What follows belongs to an exercise in optimizing a design on an open flow for small area, a short achievable clock period and few clock cycles per item; a production flow would make more cautious choices.
In this exercise RTL edits were held to simulation tests only and were not proved equivalent to the original.
The flow treats the clock pin as an ideal source. Dropping or thinning the clock tree relies on that and would not hold on a real chip.

Design bytedecode_top, start of the top module:
module bytedecode_top (
	input  logic					i_clk,
	input  logic					i_rstn,
	input  logic [64-1:0]	i_ibytes,
	input  logic					i_ibytes_valid,
	output logic					o_ibytes_ready,
	input  logic [3:0]				i_l,
	output logic [64-1:0]	o_coeffs,
	output logic					o_coeffs_valid,
	output logic					o_done
);
Size: about 1400 cells after synthesis, about 150 flip-flops.
Settings: LEC_CHECK=0, ABC_AREA=1, CAP_MARGIN=20, CORE_MARGIN=2, CORE_UTILIZATION=40, PLACE_DENSITY=0.6, SLEW_MARGIN=20; clock period 10.5 ns.
standard.sh (not shown) runs the stock make flow with config.mk's settings and CLKGATE_MAP_FILE= SYNTH_SCRIPT=/design/flow/synth_recipe.tcl, a recipe that flattens the netlist after the stock synthesis.
==> flow/flow/run.sh <==
#!/bin/bash
# Standard ORFS layout, with the timing repair steps asked to reach a
# tighter setup margin than the clock period alone would ask for, the
# smallest buffer on the ports, and a clock tree of large clustered buffers.
set -euo pipefail
bash standard.sh SETUP_SLACK_MARGIN=7.5 \
	"BUFFER_PORTS_ARGS=-buffer_cell sky130_fd_sc_hd__buf_1" \
	"CTS_ARGS=-sink_clustering_enable -repair_clock_nets -buf_list sky130_fd_sc_hd__clkbuf_16 -sink_clustering_size 30 -sink_clustering_max_diameter 100" \
	finish > flow_make.log 2>&1
Testbench counts at the start, summed over its fixed seeds: cycles 11,779, frames 384.
Rerun with:
--- a/flow/flow/run.sh
+++ b/flow/flow/run.sh
@@ -4,5 +4,5 @@
 # smallest buffer on the ports, and a clock tree of large clustered buffers.
 set -euo pipefail
-bash standard.sh SETUP_SLACK_MARGIN=7.5 \
+bash standard.sh SETUP_SLACK_MARGIN=7.2 \
 	"BUFFER_PORTS_ARGS=-buffer_cell sky130_fd_sc_hd__buf_1" \
 	"CTS_ARGS=-sink_clustering_enable -repair_clock_nets -buf_list sky130_fd_sc_hd__clkbuf_16 -sink_clustering_size 30 -sink_clustering_max_diameter 100" \
Routed wire length fell by 2.4%.
Worst hold slack hardly moves.
Fmax is lower by 6.6%.
Sequential cell count is unchanged.
Rerun with:
--- a/flow/flow/run.sh
+++ b/flow/flow/run.sh
@@ -4,5 +4,5 @@
 # smallest buffer on the ports, and a clock tree of large clustered buffers.
 set -euo pipefail
-bash standard.sh SETUP_SLACK_MARGIN=7.2 \
+bash standard.sh SETUP_SLACK_MARGIN=7.5 \
 	"BUFFER_PORTS_ARGS=-buffer_cell sky130_fd_sc_hd__buf_1" \
 	"CTS_ARGS=-sink_clustering_enable -repair_clock_nets -buf_list sky130_fd_sc_hd__clkbuf_16 -sink_clustering_size 30 -sink_clustering_max_diameter 100" \
--- a/flow/config.mk
+++ b/flow/config.mk
@@ -9,5 +9,5 @@
 export CAP_MARGIN = 20
 export CORE_MARGIN = 2
-export CORE_UTILIZATION = 40
-export PLACE_DENSITY = 0.6
+export CORE_UTILIZATION = 55
+export PLACE_DENSITY = 0.7
 export SLEW_MARGIN = 20
Outcome:
- The new run completed with no timing, DRC or antenna violations
- first-iteration DRC count grows by about 50%
- utilization went up by 23 points
- hold slack improved by 0.0062 ns
- synthesized cell count does not change
- critical path depth grows by 1
- area after synthesis stays the same
- design area rose by 9.2%
- via count rises by 4.7%
Rerun with:
==> flow/flow/run.sh (replaced) <==
#!/bin/bash
# Standard ORFS layout, with the timing repair steps asked to reach a
# tighter setup margin than the clock period alone would ask for, the
# smallest buffer on the ports, and a clock tree of large clustered buffers.
set -euo pipefail
bash standard.sh SETUP_SLACK_MARGIN=7.4 \
	"BUFFER_PORTS_ARGS=-buffer_cell sky130_fd_sc_hd__buf_1" \
	"CTS_ARGS=-sink_clustering_enable -repair_clock_nets -buf_list sky130_fd_sc_hd__clkbuf_16 -sink_clustering_size 30 -sink_clustering_max_diameter 100 -dont_use_dummy_load" \
	finish > flow_make.log 2>&1
--- a/flow/config.mk
+++ b/flow/config.mk
@@ -9,5 +9,5 @@
 export CAP_MARGIN = 20
 export CORE_MARGIN = 2
-export CORE_UTILIZATION = 55
-export PLACE_DENSITY = 0.7
+export CORE_UTILIZATION = 40
+export PLACE_DENSITY = 0.6
 export SLEW_MARGIN = 20
Result:
- The changed run went through all stages and came out clean
- core utilization is lower by 21 points
- critical path depth rose by 1
- non-clock buffer count goes down by 12
- worst setup slack degrades by 0.081 ns
- cell count goes up by about 4%

---

## branch amber
Starting RTL as in the previous note.
## bytedecode_top
module bytedecode_top (
	input  logic					i_clk,
	input  logic					i_rstn,
	input  logic [64-1:0]	i_ibytes,
	input  logic					i_ibytes_valid,
	output logic					o_ibytes_ready,
	input  logic [3:0]				i_l,
	output logic [64-1:0]	o_coeffs,
	output logic					o_coeffs_valid,
	output logic					o_done
);
clock: 10.5 ns
lec_check: 0
abc_area: 0
cap_margin: 20
core_margin: 2
core_utilization: 40
place_density: 0.6
slew_margin: 20
==> flow/flow/run.sh <==
#!/bin/bash
# Standard ORFS layout, with the timing repair steps asked to reach a
# tighter setup margin than the clock period alone would ask for, the
# smallest buffer on the ports, and a clock tree of large clustered buffers.
set -euo pipefail
bash standard.sh SETUP_SLACK_MARGIN=7.5 \
	"BUFFER_PORTS_ARGS=-buffer_cell sky130_fd_sc_hd__buf_1" \
	"CTS_ARGS=-sink_clustering_enable -repair_clock_nets -buf_list sky130_fd_sc_hd__clkbuf_16 -sink_clustering_size 30 -sink_clustering_max_diameter 100" \
	finish > flow_make.log 2>&1
Testbench counts of branch amber, summed over its fixed seeds: cycles 11,779, frames 384.
For branch ember, these inputs were changed with respect to branch amber:
- ABC_AREA now 1, was 0
==> flow/flow/run.sh <==
#!/bin/bash
# Standard ORFS layout with these changes:
#  - synthesis maps logic with ABC's area mapper (flow/abc_area.script, used
#    as ABC_AREA=1 script); registers are mapped as in the standard synthesis
#  - timing repair aims at a tighter setup margin than the clock period asks
#  - the smallest buffer on the ports, and a clock tree of clustered
#    clkbuf_16 buffers
set -euo pipefail
rm -rf scripts_copy
cp -r "$FLOW_HOME/scripts" scripts_copy
cp flow/abc_area.script scripts_copy/abc_area.script
bash standard.sh SCRIPTS_DIR="$PWD/scripts_copy" SETUP_SLACK_MARGIN=7.4 \
	"BUFFER_PORTS_ARGS=-buffer_cell sky130_fd_sc_hd__buf_1" \
	"CTS_ARGS=-sink_clustering_enable -repair_clock_nets -buf_list sky130_fd_sc_hd__clkbuf_16 -sink_clustering_size 30 -sink_clustering_max_diameter 100" \
	finish > flow_make.log 2>&1
==> flow/flow/abc_area.script (new file) <==
strash
dch
amap
topo
stime -c
buffer -c
upsize -c
dnsize -c
- Number of vias per cell: branch ember vs branch amber down about 6%
- Compared with branch amber, in branch ember final standard cell utilization of the core shows a reduction of 2.4 points; post-synthesis to final-layout area growth shows a reduction of 6.1 points.
- Simple-gate area share of the yosys netlist: branch ember < branch amber
- As of branch ember, cell count had fallen by more than 10% compared to branch amber.

---

## job 1127
bytedecode_top again, from the RTL that the note above started with.
Design bytedecode_top, start of the top module:
module bytedecode_top (
	input  logic					i_clk,
	input  logic					i_rstn,
	input  logic [64-1:0]	i_ibytes,
	input  logic					i_ibytes_valid,
	output logic					o_ibytes_ready,
	input  logic [3:0]				i_l,
	output logic [64-1:0]	o_coeffs,
	output logic					o_coeffs_valid,
	output logic					o_done
);
==> flow/config.mk <==
export PLATFORM = sky130hd
export DESIGN_NAME = bytedecode_top
export DESIGN_NICKNAME = bytedecode_top
export VERILOG_FILES = /design/flow/design.v
export SDC_FILE = /design/flow/constraint.sdc
export NUM_CORES = 4
export LEC_CHECK = 0
export ABC_AREA = 1
export CAP_MARGIN = 20
export CORE_MARGIN = 2
export CORE_UTILIZATION = 40
export PLACE_DENSITY = 0.8
export SLEW_MARGIN = 20
==> flow/constraint.sdc <==
create_clock -name core_clock -period 10.5 [get_ports {i_clk}]
set_input_delay 2.1000 -clock core_clock [delete_from_list [all_inputs] [get_ports {i_clk}]]
set_output_delay 2.1000 -clock core_clock [all_outputs]
set_load 0.01 [all_outputs]
==> flow/flow/run.sh <==
#!/bin/bash
# Standard ORFS layout with these changes:
#  - timing repair aims at a tighter setup margin than the clock period asks
#  - the smallest buffer on the ports
#  - the clock tree is built by flow/manual_cts.tcl (the clock port drives
#    one clkbuf_16, which drives 8 clkbuf_16 leaves, each clocking an equal
#    share of the registers) in place of TritonCTS; the rest of the CTS step
#    (legalization, setup and hold repair) runs as usual
set -euo pipefail
rm -rf scripts_copy
cp -r "$FLOW_HOME/scripts" scripts_copy
python3 - "$PWD/flow/manual_cts.tcl" <<'PY'
import sys
p = 'scripts_copy/cts.tcl'
s = open(p).read()
old = 'log_cmd clock_tree_synthesis {*}$cts_args'
assert old in s
s = s.replace(old, 'source %s\nmanual_cts i_clk 8 sky130_fd_sc_hd__clkbuf_16\nset_propagated_clock [all_clocks]' % sys.argv[1])
open(p, 'w').write(s)
PY
bash standard.sh SCRIPTS_DIR="$PWD/scripts_copy" SETUP_SLACK_MARGIN=7.4 \
	"BUFFER_PORTS_ARGS=-buffer_cell sky130_fd_sc_hd__buf_1" \
	finish > flow_make.log 2>&1
Other scripts of this flow, unchanged in this note and not shown: flow/flow/manual_cts.tcl
Testbench counts of job 1127, summed over its fixed seeds: cycles 11,779, frames 384.
Modified inputs, job 1821 compared to job 1127
Settings: PLACE_DENSITY: 0.8 -> 0.6.
Notes after the runs:
Against job 1127, job 1821 comes in 13 ps lower on worst hold slack. Between job 1821 and job 1127, the difference in clock latency of the later-clocked register in the worst-skew pair is negligible. Between job 1127 and job 1821, register-to-register slack increased. The higher share of the final layout cell area in sequential cells came out of job 1821. Job 1821 vs job 1127: post-layout worst setup margin down. Minimum clock period after layout (job 1821 over job 1127): increase, 32 ps. Routed length on met3 (lower): job 1821.
> inputs changed (job 1821 -> job 8320)
-- flow/flow/run.sh --
<<< job 1821, line 20
PY
bash standard.sh SCRIPTS_DIR="$PWD/scripts_copy" SETUP_SLACK_MARGIN=7.4 \
	"BUFFER_PORTS_ARGS=-buffer_cell sky130_fd_sc_hd__buf_1" \
>>> job 8320, line 20
PY
bash standard.sh SCRIPTS_DIR="$PWD/scripts_copy" SETUP_SLACK_MARGIN=7.3 \
	"BUFFER_PORTS_ARGS=-buffer_cell sky130_fd_sc_hd__buf_1" \
### Flow results
Global routing usage summed across all routing layers essentially unchanged between job 8320 and job 1821.
Area of all placed cells without fillers was lower in job 8320 than in job 1821.
Job 8320 was carried through to the last stage, and its layout satisfied the timing, DRC and antenna checks.
In job 8320, the number of violations reported at the end of detailed-routing iteration 0 came out 127 above the value in job 1821.
Here is what was changed in the inputs of job 4568 compared with job 8320.
Settings: putting GPL_TIMING_DRIVEN at 1 where nothing was set.
-- flow/flow/run.sh --
<<< job 8320, line 20
PY
bash standard.sh SCRIPTS_DIR="$PWD/scripts_copy" SETUP_SLACK_MARGIN=7.3 \
	"BUFFER_PORTS_ARGS=-buffer_cell sky130_fd_sc_hd__buf_1" \
>>> job 4568, line 20
PY
bash standard.sh SCRIPTS_DIR="$PWD/scripts_copy" SETUP_SLACK_MARGIN=7.4 \
	"BUFFER_PORTS_ARGS=-buffer_cell sky130_fd_sc_hd__buf_1" \
Launching element of the worst setup path: i_ibytes[7] -> job 8320, i_ibytes[0] -> job 4568. Going from job 8320 to job 4568, number of non-filler instances in the completed layout ~0 delta, first-pass iteration count of the detailed router grew by 2, utilization went up. Summary of job 4568 over job 8320: maximum frequency has increased; shortest period the worst path allows has decreased.
No run of this note takes its clock network from TritonCTS; it comes from the design's own scripts or RTL.

-- port drivers added, routing unchanged --
The results above use ideal ports. As a check the final layouts listed here were re-extracted and re-timed, cells and wires unchanged. Step 1: set_driving_cell puts a clkbuf_16 on i_clk and a buf_2 on each other input, an assumption about the parent block. Step 2 times the ports against the registers' clock, not the clock port: input delays grow and output delays shrink by t, the midpoint of the rising clock arrivals with the driver on. Three values: no drivers, after step 1, after step 2; two values: the first two.
| run | t (ns) | setup slack, ns | clock arrival spread, ns | pins driven straight from the clock port |
|---|---|---|---|---|
| the first run of note 1 | 0.481 | 7.478 / 7.428 / 6.998 | 0.021 / 0.021 | 1 |
| the second run of note 1 | 0.483 | 7.266 / 7.283 / 6.800 | 0.011 / 0.012 | 1 |
| the third run of note 1 | 0.473 | 7.468 / 7.466 / 7.010 | 0.009 / 0.009 | 1 |
| the fourth run of note 1 | 0.468 | 7.388 / 7.377 / 6.948 | 0.023 / 0.024 | 1 |
| branch amber | 0.490 | 7.232 / 7.242 / 6.752 | 0.011 / 0.012 | 1 |
| branch ember | 0.475 | 7.310 / 7.334 / 6.858 | 0.012 / 0.011 | 1 |
| job 1127 | 0.437 | 7.389 / 7.400 / 6.963 | 0.014 / 0.014 | 1 |
| job 1821 | 0.425 | 7.356 / 7.380 / 6.955 | 0.018 / 0.018 | 1 |
| job 8320 | 0.422 | 7.342 / 7.362 / 6.939 | 0.016 / 0.015 | 1 |
| job 4568 | 0.425 | 7.356 / 7.380 / 6.955 | 0.018 / 0.018 | 1 |
After both steps setup and hold are still met in every run listed.
